Source: an optimization exercise on an open RTL-to-GDS flow (aim: a short achievable clock period, few clock cycles and low power). Production flows keep margins and buffers that such runs may drop.
RTL that was checked went through simulation tests only; none was proved equivalent to the original.
No activity file was given, so power comes from the tool's default toggle rates.

==> v25 <==
==> flow/design.v <==
`default_nettype none
package isa_pkg;
        typedef logic [15:0] word_t;
        typedef logic [3:0] reg_idx_t;
        typedef enum logic [3:0] {
                op_add  = 4'd0,
                op_addi = 4'd1,
                op_sub  = 4'd2,
                op_sw   = 4'd5,
                op_lw   = 4'd6,
                op_nand = 4'd8,
                op_beq  = 4'd14,
                op_jump = 4'd15
        } opcode_t;
        localparam int field_width = 4;
        localparam int opcode_lsb = 12;
        localparam int field_c_lsb = 8;
        localparam int field_b_lsb = 4;
        localparam int field_a_lsb = 0;
        localparam int jump_offset_width = 12;
        localparam int reg_count = 16;
endpackage
`default_nettype wire
`default_nettype none
package core_pkg;
        typedef enum logic [4:0] {
                st_add    = 5'd0,
                st_addi   = 5'd1,
                st_sub    = 5'd2,
                st_sw     = 5'd5,
                st_lw     = 5'd6,
                st_nand   = 5'd8,
                st_beq    = 5'd14,
                st_jump   = 5'd15,
                st_fetch  = 5'd16,
                st_beq2   = 5'd19,
                st_sw2    = 5'd20,
                st_decode = 5'd21,
                st_lw2    = 5'd22,
                st_lw3    = 5'd23,
                st_sw3    = 5'd24,
                st_sw4    = 5'd25,
                st_jump2  = 5'd26,
                st_nop    = 5'd28
        } state_t;
        typedef enum logic [2:0] {
                alu_add  = 3'd0,
                alu_sub  = 3'd1,
                alu_nand = 3'd3
        } alu_op_t;
        localparam logic [15:0] idle_store_data = '1;
endpackage
`default_nettype wire
`timescale 1ns/1ps
`default_nettype none
module cpu_top #(
        parameter logic [15:0] reset_pc = '0
) (
        input  logic        clk,
        input  logic        reset,
        input  logic        run_n,
        input  logic [15:0] sram_d,
        output logic [15:0] sram_addr,
        output logic [15:0] sram_q,
        output logic        sram_we_n
);
        logic [15:0] pc_q;                        
        logic [15:0] pc;
        logic        e_alu, e_lw, e_sw, e_beq;    
        logic        e_sub, e_nand, e_addi;       
        logic [3:0]  e_dst;
        logic [3:0]  e_imm;
        logic [15:0] op_a, op_b;
        logic        e_c4;                        
        logic [15:0] rf [16];
        logic        clr;                         
        logic        e_mem;
        logic [15:0] e_x;
        logic [15:0] alu_res;
        logic [15:0] ea;
        logic        taken;
        assign e_mem = e_lw | e_sw;
        assign e_x   = e_addi ? {12'd0, e_imm} : op_a;
        logic [15:0] sum;
        assign sum = e_x + (op_b ^ {16{e_sub}}) + {15'd0, e_sub};
        assign alu_res = e_nand ? ~(op_a & op_b) : sum;
        logic [3:0]  ea_lo;
        logic [11:0] ea_pre, ea_hi_inc;
        assign ea_lo = op_b[3:0] + e_imm;
        logic [11:0] ea_l0, ea_l1, ea_l2, ea_l3;
        assign ea_l0 = op_b[15:4];
        for (genvar i = 0; i < 12; i++) begin : g_ea_pfx
                assign ea_l1[i] = (i >= 1) ? ea_l0[i] & ea_l0[i-1] : ea_l0[i];
                assign ea_l2[i] = (i >= 2) ? ea_l1[i] & ea_l1[i-2] : ea_l1[i];
                assign ea_l3[i] = (i >= 4) ? ea_l2[i] & ea_l2[i-4] : ea_l2[i];
        end
        assign ea_pre[0] = 1'b1;
        for (genvar i = 1; i < 12; i++) begin : g_ea_pre
                assign ea_pre[i] = (i - 1 >= 8) ? ea_l3[i-1] & ea_l3[i-9] : ea_l3[i-1];
        end
        assign ea_hi_inc = op_b[15:4] ^ ea_pre;
        assign ea = {e_c4 ? ea_hi_inc : op_b[15:4], ea_lo};
        assign taken = e_beq & (op_a == op_b);
        assign sram_addr = e_mem ? ea : pc;
        assign sram_q    = op_a;
        assign sram_we_n = ~e_sw | run_n;
        logic        rf_we;
        logic [15:0] rf_wd;
        assign rf_we = ~run_n & (e_alu | e_lw);
        assign rf_wd = (clr | ~(e_alu | e_lw)) ? 16'd0 : e_lw ? sram_d : alu_res;
        for (genvar i = 0; i < 16; i++) begin : g_rf
                always_ff @(posedge clk) begin
                        if (clr || (rf_we && e_dst == i))
                                rf[i] <= rf_wd;
                end
        end
        always_ff @(posedge clk or negedge reset) begin
                if (!reset)
                        clr <= 1'b1;
                else if (!run_n)
                        clr <= 1'b0;
        end
        logic clr_done;
        always_ff @(posedge clk)
                clr_done <= ~reset;
        logic [3:0]  f_op, f_c, f_b, f_a;
        logic        f_en;
        logic        f_alu, f_lw, f_sw, f_beq, f_jmp, f_bsame, f_redir;
        logic [15:0] f_off, pc_tgt, bt_off, pc_bt;
        logic [3:0]  idx_a;
        logic [15:0] rd_a, rd_b;
        assign f_op = sram_d[15:12];
        assign f_c  = sram_d[11:8];
        assign f_b  = sram_d[7:4];
        assign f_a  = sram_d[3:0];
        assign f_en = ~e_mem & ~taken & ~(clr & ~clr_done);
        assign f_alu = (f_op == 4'd0) | (f_op == 4'd1) | (f_op == 4'd2) | (f_op == 4'd8);
        assign f_sw  = (f_op == 4'd5);
        assign f_lw  = (f_op == 4'd6);
        assign f_beq = (f_op == 4'd14);
        assign f_jmp = (f_op == 4'd15);
        assign f_bsame = f_beq & (f_c == f_b);
        assign f_redir = f_jmp | f_bsame;
        assign f_off  = {f_jmp ? {{4{sram_d[11]}}, sram_d[11:4]} : 12'd0, (f_beq | f_jmp) ? sram_d[3:0] : 4'd0};
        assign pc_tgt = pc + f_off;
        assign bt_off = {{12{e_imm == 4'd0}}, e_imm - 4'd1};
        assign pc_bt  = (pc_q & {16{e_beq}}) + bt_off;
        logic [15:0] pc_pre, pc_inc;
        assign pc_pre[0] = 1'b1;
        for (genvar i = 1; i < 16; i++) begin : g_pc_pre
                assign pc_pre[i] = &pc[i-1:0];
        end
        assign pc_inc = pc ^ pc_pre;
        assign idx_a = (f_sw | f_beq) ? f_c : f_a;
        always_comb begin
                if (e_alu && e_dst == idx_a)
                        rd_a = alu_res;
                else
                        rd_a = rf[idx_a];
                if (e_alu && e_dst == f_b)
                        rd_b = alu_res;
                else
                        rd_b = rf[f_b];
        end
        logic [3:0] f_g, f_o;
        logic       f_c4;
        assign f_g  = rd_b[3:0] & f_a;
        assign f_o  = rd_b[3:0] | f_a;
        assign f_c4 = f_g[3] | (f_o[3] & f_g[2]) | (f_o[3] & f_o[2] & f_g[1])
                    | (f_o[3] & f_o[2] & f_o[1] & f_g[0]);
        logic f_use_a, f_use_b, f_use_dst, f_use_imm, f_ld;
        assign f_use_a   = (f_alu & (f_op != 4'd1)) | f_sw | f_beq;
        assign f_use_b   = f_alu | f_lw | f_sw | f_beq;
        assign f_use_dst = f_alu | f_lw;
        assign f_use_imm = (f_op == 4'd1) | f_lw | f_sw | f_beq;
        assign f_ld      = ~run_n & f_en;
        always_ff @(posedge clk) begin
                if (f_ld & f_use_a)
                        op_a <= rd_a;
                if (f_ld & f_use_b)
                        op_b <= rd_b;
                if (f_ld & f_use_dst)
                        e_dst <= f_c;
                if (f_ld & f_use_imm)
                        e_imm <= f_a;
                if (f_ld & (f_lw | f_sw))
                        e_c4 <= f_c4;
                if (f_ld & f_alu) begin
                        e_sub  <= (f_op == 4'd2);
                        e_nand <= (f_op == 4'd8);
                        e_addi <= (f_op == 4'd1);
                end
        end
        always_ff @(posedge clk or negedge reset) begin
                if (!reset) begin
                        e_alu <= 1'b0;
                        e_lw  <= 1'b0;
                        e_sw  <= 1'b0;
                        e_beq <= 1'b0;
                end else if (!run_n) begin
                        e_alu <= f_en & f_alu;
                        e_lw  <= f_en & f_lw;
                        e_sw  <= f_en & f_sw;
                        e_beq <= f_en & f_beq & ~f_bsame;
                end
        end
        assign pc = clr ? reset_pc : pc_q;
        always_ff @(posedge clk) begin
                if (!run_n) begin
                        if (taken)
                                pc_q <= pc_bt;
                        else if (f_en & f_redir)
                                pc_q <= pc_tgt;
                        else if (f_en)
                                pc_q <= pc_inc;
                        else if (clr)
                                pc_q <= reset_pc;
                end
        end
endmodule
`default_nettype wire
==> flow/flow/run.sh <==
#!/bin/bash
# The standard layout (the standard.sh, every step), except for the
# clock tree's settings: no dummy loads, and larger sink clusters.
export CTS_ARGS="-sink_clustering_enable -repair_clock_nets -dont_use_dummy_load -sink_clustering_size 16 -sink_clustering_max_diameter 60 -buf_list {sky130_fd_sc_hd__clkbuf_4 sky130_fd_sc_hd__clkbuf_8}"
bash standard.sh > standard.log 2>&1
==> flow/standard.sh <==
#!/bin/bash
# synth_recipe.tcl (not shown) runs the flow's synth.tcl, then flattens the netlist and writes it again
# the make line also repeats each setting of config.mk as NAME=value (left out here)
make -C /OpenROAD-flow-scripts/flow DESIGN_CONFIG=/design/flow/config.mk WORK_HOME=/design/flow/orfs CLKGATE_MAP_FILE= SYNTH_SCRIPT=/design/flow/synth_recipe.tcl "${@:-finish}"
==> flow/config.mk <==
export PLATFORM = sky130hd
export DESIGN_NAME = cpu_top
export DESIGN_NICKNAME = cpu_top
export VERILOG_FILES = /design/flow/design.v
export SDC_FILE = /design/flow/constraint.sdc
export NUM_CORES = 4
export LEC_CHECK = 0
export CAP_MARGIN = 20
export CORE_MARGIN = 2
export CORE_UTILIZATION = 50
export SETUP_SLACK_MARGIN = 4.85
export SLEW_MARGIN = 20
==> flow/constraint.sdc <==
create_clock -name core_clock -period 9.0 [get_ports {clk}]
set_input_delay 1.8000 -clock core_clock [delete_from_list [all_inputs] [get_ports {clk}]]
set_output_delay 1.8000 -clock core_clock [all_outputs]
set_load 0.01 [all_outputs]
==> v3 (differences from v25) <==
--- a/flow/design.v
+++ b/flow/design.v
@@ -65,5 +65,4 @@
         output logic        sram_we_n
 );
-        logic [15:0] pc_q;                        
         logic [15:0] pc;
         logic        e_alu, e_lw, e_sw, e_beq;    
@@ -72,5 +71,4 @@
         logic [3:0]  e_imm;
         logic [15:0] op_a, op_b;
-        logic        e_c4;                        
         logic [15:0] rf [16];
         logic        clr;                         
@@ -85,20 +83,22 @@
         assign sum = e_x + (op_b ^ {16{e_sub}}) + {15'd0, e_sub};
         assign alu_res = e_nand ? ~(op_a & op_b) : sum;
-        logic [3:0]  ea_lo;
-        logic [11:0] ea_pre, ea_hi_inc;
-        assign ea_lo = op_b[3:0] + e_imm;
-        logic [11:0] ea_l0, ea_l1, ea_l2, ea_l3;
-        assign ea_l0 = op_b[15:4];
-        for (genvar i = 0; i < 12; i++) begin : g_ea_pfx
-                assign ea_l1[i] = (i >= 1) ? ea_l0[i] & ea_l0[i-1] : ea_l0[i];
-                assign ea_l2[i] = (i >= 2) ? ea_l1[i] & ea_l1[i-2] : ea_l1[i];
-                assign ea_l3[i] = (i >= 4) ? ea_l2[i] & ea_l2[i-4] : ea_l2[i];
-        end
+        logic [3:0]  ea_g, ea_p;
+        logic [4:0]  ea_c;
+        logic [11:0] ea_pre;
+        assign ea_g = op_b[3:0] & e_imm;
+        assign ea_p = op_b[3:0] ^ e_imm;
+        assign ea_c[0] = 1'b0;
+        assign ea_c[1] = ea_g[0];
+        assign ea_c[2] = ea_g[1] | (ea_p[1] & ea_g[0]);
+        assign ea_c[3] = ea_g[2] | (ea_p[2] & ea_g[1]) | (ea_p[2] & ea_p[1] & ea_g[0]);
+        assign ea_c[4] = ea_g[3] | (ea_p[3] & ea_g[2]) | (ea_p[3] & ea_p[2] & ea_g[1])
+                       | (ea_p[3] & ea_p[2] & ea_p[1] & ea_g[0]);
         assign ea_pre[0] = 1'b1;
         for (genvar i = 1; i < 12; i++) begin : g_ea_pre
-                assign ea_pre[i] = (i - 1 >= 8) ? ea_l3[i-1] & ea_l3[i-9] : ea_l3[i-1];
+                assign ea_pre[i] = &op_b[3+i:4];
         end
+        logic [11:0] ea_hi_inc;
         assign ea_hi_inc = op_b[15:4] ^ ea_pre;
-        assign ea = {e_c4 ? ea_hi_inc : op_b[15:4], ea_lo};
+        assign ea = {ea_c[4] ? ea_hi_inc : op_b[15:4], ea_p ^ ea_c[3:0]};
         assign taken = e_beq & (op_a == op_b);
         assign sram_addr = e_mem ? ea : pc;
@@ -108,5 +108,5 @@
         logic [15:0] rf_wd;
         assign rf_we = ~run_n & (e_alu | e_lw);
-        assign rf_wd = (clr | ~(e_alu | e_lw)) ? 16'd0 : e_lw ? sram_d : alu_res;
+        assign rf_wd = clr ? 16'd0 : e_lw ? sram_d : alu_res;
         for (genvar i = 0; i < 16; i++) begin : g_rf
                 always_ff @(posedge clk) begin
@@ -121,11 +121,8 @@
                         clr <= 1'b0;
         end
-        logic clr_done;
-        always_ff @(posedge clk)
-                clr_done <= ~reset;
         logic [3:0]  f_op, f_c, f_b, f_a;
         logic        f_en;
         logic        f_alu, f_lw, f_sw, f_beq, f_jmp, f_bsame, f_redir;
-        logic [15:0] f_off, pc_tgt, bt_off, pc_bt;
+        logic [15:0] f_off, add_b, pc_tgt;
         logic [3:0]  idx_a;
         logic [15:0] rd_a, rd_b;
@@ -134,5 +131,5 @@
         assign f_b  = sram_d[7:4];
         assign f_a  = sram_d[3:0];
-        assign f_en = ~e_mem & ~taken & ~(clr & ~clr_done);
+        assign f_en = ~e_mem & ~taken & ~clr;
         assign f_alu = (f_op == 4'd0) | (f_op == 4'd1) | (f_op == 4'd2) | (f_op == 4'd8);
         assign f_sw  = (f_op == 4'd5);
@@ -142,8 +139,7 @@
         assign f_bsame = f_beq & (f_c == f_b);
         assign f_redir = f_jmp | f_bsame;
-        assign f_off  = {f_jmp ? {{4{sram_d[11]}}, sram_d[11:4]} : 12'd0, (f_beq | f_jmp) ? sram_d[3:0] : 4'd0};
-        assign pc_tgt = pc + f_off;
-        assign bt_off = {{12{e_imm == 4'd0}}, e_imm - 4'd1};
-        assign pc_bt  = (pc_q & {16{e_beq}}) + bt_off;
+        assign f_off  = {f_jmp ? {{4{sram_d[11]}}, sram_d[11:4]} : 12'd0, sram_d[3:0]};
+        assign add_b  = taken ? {12'd0, e_imm} - 16'd1 : f_off;
+        assign pc_tgt = pc + add_b;
         logic [15:0] pc_pre, pc_inc;
         assign pc_pre[0] = 1'b1;
@@ -163,28 +159,10 @@
                         rd_b = rf[f_b];
         end
-        logic [3:0] f_g, f_o;
-        logic       f_c4;
-        assign f_g  = rd_b[3:0] & f_a;
-        assign f_o  = rd_b[3:0] | f_a;
-        assign f_c4 = f_g[3] | (f_o[3] & f_g[2]) | (f_o[3] & f_o[2] & f_g[1])
-                    | (f_o[3] & f_o[2] & f_o[1] & f_g[0]);
-        logic f_use_a, f_use_b, f_use_dst, f_use_imm, f_ld;
-        assign f_use_a   = (f_alu & (f_op != 4'd1)) | f_sw | f_beq;
-        assign f_use_b   = f_alu | f_lw | f_sw | f_beq;
-        assign f_use_dst = f_alu | f_lw;
-        assign f_use_imm = (f_op == 4'd1) | f_lw | f_sw | f_beq;
-        assign f_ld      = ~run_n & f_en;
         always_ff @(posedge clk) begin
-                if (f_ld & f_use_a)
-                        op_a <= rd_a;
-                if (f_ld & f_use_b)
-                        op_b <= rd_b;
-                if (f_ld & f_use_dst)
-                        e_dst <= f_c;
-                if (f_ld & f_use_imm)
-                        e_imm <= f_a;
-                if (f_ld & (f_lw | f_sw))
-                        e_c4 <= f_c4;
-                if (f_ld & f_alu) begin
+                if (!run_n) begin
+                        op_a   <= rd_a;
+                        op_b   <= rd_b;
+                        e_dst  <= f_c;
+                        e_imm  <= f_a;
                         e_sub  <= (f_op == 4'd2);
                         e_nand <= (f_op == 4'd8);
@@ -198,4 +176,5 @@
                         e_sw  <= 1'b0;
                         e_beq <= 1'b0;
+                        pc    <= reset_pc;
                 end else if (!run_n) begin
                         e_alu <= f_en & f_alu;
@@ -203,17 +182,8 @@
                         e_sw  <= f_en & f_sw;
                         e_beq <= f_en & f_beq & ~f_bsame;
-                end
-        end
-        assign pc = clr ? reset_pc : pc_q;
-        always_ff @(posedge clk) begin
-                if (!run_n) begin
-                        if (taken)
-                                pc_q <= pc_bt;
-                        else if (f_en & f_redir)
-                                pc_q <= pc_tgt;
+                        if (taken | (f_en & f_redir))
+                                pc <= pc_tgt;
                         else if (f_en)
-                                pc_q <= pc_inc;
-                        else if (clr)
-                                pc_q <= reset_pc;
+                                pc <= pc_inc;
                 end
         end
==> flow/flow/run.sh (replaced) <==
#!/bin/bash
# The standard layout (the standard.sh, every step), except for the
# clock tree's settings: no dummy loads, and larger sink clusters.
export CTS_ARGS="-sink_clustering_enable -repair_clock_nets -dont_use_dummy_load -sink_clustering_size 16 -sink_clustering_max_diameter 50 -buf_list {sky130_fd_sc_hd__clkbuf_4 sky130_fd_sc_hd__clkbuf_8}"
bash standard.sh > standard.log 2>&1
Settings changed: SETUP_SLACK_MARGIN 4.85 to 5.
==> v19 (differences from v25) <==
--- a/flow/design.v
+++ b/flow/design.v
@@ -72,5 +72,4 @@
         logic [3:0]  e_imm;
         logic [15:0] op_a, op_b;
-        logic        e_c4;                        
         logic [15:0] rf [16];
         logic        clr;                         
@@ -85,20 +84,22 @@
         assign sum = e_x + (op_b ^ {16{e_sub}}) + {15'd0, e_sub};
         assign alu_res = e_nand ? ~(op_a & op_b) : sum;
-        logic [3:0]  ea_lo;
-        logic [11:0] ea_pre, ea_hi_inc;
-        assign ea_lo = op_b[3:0] + e_imm;
-        logic [11:0] ea_l0, ea_l1, ea_l2, ea_l3;
-        assign ea_l0 = op_b[15:4];
-        for (genvar i = 0; i < 12; i++) begin : g_ea_pfx
-                assign ea_l1[i] = (i >= 1) ? ea_l0[i] & ea_l0[i-1] : ea_l0[i];
-                assign ea_l2[i] = (i >= 2) ? ea_l1[i] & ea_l1[i-2] : ea_l1[i];
-                assign ea_l3[i] = (i >= 4) ? ea_l2[i] & ea_l2[i-4] : ea_l2[i];
-        end
+        logic [3:0]  ea_g, ea_p;
+        logic [4:0]  ea_c;
+        logic [11:0] ea_pre;
+        assign ea_g = op_b[3:0] & e_imm;
+        assign ea_p = op_b[3:0] ^ e_imm;
+        assign ea_c[0] = 1'b0;
+        assign ea_c[1] = ea_g[0];
+        assign ea_c[2] = ea_g[1] | (ea_p[1] & ea_g[0]);
+        assign ea_c[3] = ea_g[2] | (ea_p[2] & ea_g[1]) | (ea_p[2] & ea_p[1] & ea_g[0]);
+        assign ea_c[4] = ea_g[3] | (ea_p[3] & ea_g[2]) | (ea_p[3] & ea_p[2] & ea_g[1])
+                       | (ea_p[3] & ea_p[2] & ea_p[1] & ea_g[0]);
         assign ea_pre[0] = 1'b1;
         for (genvar i = 1; i < 12; i++) begin : g_ea_pre
-                assign ea_pre[i] = (i - 1 >= 8) ? ea_l3[i-1] & ea_l3[i-9] : ea_l3[i-1];
-        end
+                assign ea_pre[i] = &op_b[3+i:4];
+        end
+        logic [11:0] ea_hi_inc;
         assign ea_hi_inc = op_b[15:4] ^ ea_pre;
-        assign ea = {e_c4 ? ea_hi_inc : op_b[15:4], ea_lo};
+        assign ea = {ea_c[4] ? ea_hi_inc : op_b[15:4], ea_p ^ ea_c[3:0]};
         assign taken = e_beq & (op_a == op_b);
         assign sram_addr = e_mem ? ea : pc;
@@ -127,5 +128,5 @@
         logic        f_en;
         logic        f_alu, f_lw, f_sw, f_beq, f_jmp, f_bsame, f_redir;
-        logic [15:0] f_off, pc_tgt, bt_off, pc_bt;
+        logic [15:0] f_off, add_b, pc_tgt;
         logic [3:0]  idx_a;
         logic [15:0] rd_a, rd_b;
@@ -142,8 +143,7 @@
         assign f_bsame = f_beq & (f_c == f_b);
         assign f_redir = f_jmp | f_bsame;
-        assign f_off  = {f_jmp ? {{4{sram_d[11]}}, sram_d[11:4]} : 12'd0, (f_beq | f_jmp) ? sram_d[3:0] : 4'd0};
-        assign pc_tgt = pc + f_off;
-        assign bt_off = {{12{e_imm == 4'd0}}, e_imm - 4'd1};
-        assign pc_bt  = (pc_q & {16{e_beq}}) + bt_off;
+        assign f_off  = {f_jmp ? {{4{sram_d[11]}}, sram_d[11:4]} : 12'd0, sram_d[3:0]};
+        assign add_b  = taken ? {12'd0, e_imm} - 16'd1 : f_off;
+        assign pc_tgt = pc + add_b;
         logic [15:0] pc_pre, pc_inc;
         assign pc_pre[0] = 1'b1;
@@ -163,10 +163,4 @@
                         rd_b = rf[f_b];
         end
-        logic [3:0] f_g, f_o;
-        logic       f_c4;
-        assign f_g  = rd_b[3:0] & f_a;
-        assign f_o  = rd_b[3:0] | f_a;
-        assign f_c4 = f_g[3] | (f_o[3] & f_g[2]) | (f_o[3] & f_o[2] & f_g[1])
-                    | (f_o[3] & f_o[2] & f_o[1] & f_g[0]);
         logic f_use_a, f_use_b, f_use_dst, f_use_imm, f_ld;
         assign f_use_a   = (f_alu & (f_op != 4'd1)) | f_sw | f_beq;
@@ -184,6 +178,4 @@
                 if (f_ld & f_use_imm)
                         e_imm <= f_a;
-                if (f_ld & (f_lw | f_sw))
-                        e_c4 <= f_c4;
                 if (f_ld & f_alu) begin
                         e_sub  <= (f_op == 4'd2);
@@ -208,7 +200,5 @@
         always_ff @(posedge clk) begin
                 if (!run_n) begin
-                        if (taken)
-                                pc_q <= pc_bt;
-                        else if (f_en & f_redir)
+                        if (taken | (f_en & f_redir))
                                 pc_q <= pc_tgt;
                         else if (f_en)
Settings changed: SETUP_SLACK_MARGIN 4.85 to 5.
==> comparison table <==
quantity                                                                                      v25                      v19                       v3
Switching Fraction                                                                         29.06%                   30.89%                   33.81%
Total via count in the routed design                                                       14.97k                   16.41k                   16.23k
Net switching power                                                                   0.0009237 W               0.001033 W               0.001342 W
Synthesized area per cell                                                              11.58 um^2               11.02 um^2               11.14 um^2
Share of the synthesized area in the top cell type                                         52.01%                   51.44%                   49.94%
M1 GR Usage                                                                                46.27%                   49.71%                   48.44%
Clk Latency, worst-skew pair                                                              0.66 ns                  0.67 ns                  0.62 ns
Hold WS                                                                                 0.5726 ns                0.5704 ns                0.5473 ns
Outcome                                                                   complete, no violations  complete, no violations  complete, no violations
Half-perimeter wire length of the detailed placement result                              43.64 mm                 50.41 mm                 45.66 mm
Int Pwr                                                                                0.002255 W               0.002312 W               0.002627 W
Simple-gate share of the synthesized area                                                  12.84%                   13.52%                   12.31%
Aggregate routed wire length                                                             67.29 mm                 75.99 mm                 75.17 mm
Core Rows                                                                                      69                       70                       69
Setup slack of the most critical reg-to-reg path                                          4.98 ns                  5.12 ns                  4.80 ns
Critical Path AT                                                                          4.59 ns                  2.77 ns                  2.60 ns
Hold Path Origin                                                                             e_sw                    e_alu                     e_sw
Ratio of final minimum period to clock period                                              47.65%                   50.75%                   48.90%
Buffering overhead                                                                         7.264%                   8.696%                   9.213%
Resized Gates After CTS                                                                       110                      202                      216
Number of violations reported at the end of detailed-routing iteration 0                     2041                     2764                     2819
# Post-CTS Setup Buffers                                                                       46                       59                       80
Crit. Startpoint                                                                        sram_d[0]                  op_b[1]                  op_b[1]
Post-route design area                                                                 21030 um^2               21640 um^2               21680 um^2
Testbench counts of v25, summed over its fixed seeds: cycles 32,260.
Testbench counts of v3, summed over its fixed seeds: cycles 32,452.
For v19, only the layout was checked, not whether the RTL still works.

what the ideal ports hide:
Ports are ideal in the flow. The routed layouts listed here were re-timed in OpenROAD.
Step 1 assumes that a clkbuf_16 drives the clock port and a buf_2 every other input.
Step 2 moves the port delays by t, midway between the first and last clock arrival at a register: inputs arrive t later, outputs are due t later. That takes back most of the time a late clock gives input paths.
Slacks: ideal / step 1 / step 2; pairs: ideal / step 1.
run | t (ns) | setup WS [ns] | hold slack, ns
v25 | 0.653 | 4.712 / 4.720 / 4.067 | 0.573 / 0.573 / 0.573
v3 | 0.617 | 4.599 / 4.548 / 4.384 | 0.547 / 0.547 / 0.547
v19 | 0.688 | 4.432 / 4.380 / 4.342 | 0.570 / 0.570 / 0.570
After both steps setup and hold are still met in every run listed. For v25, which loses most, drivers alone change the setup slack by +0.008 ns; drivers and shift together by -0.645 ns.
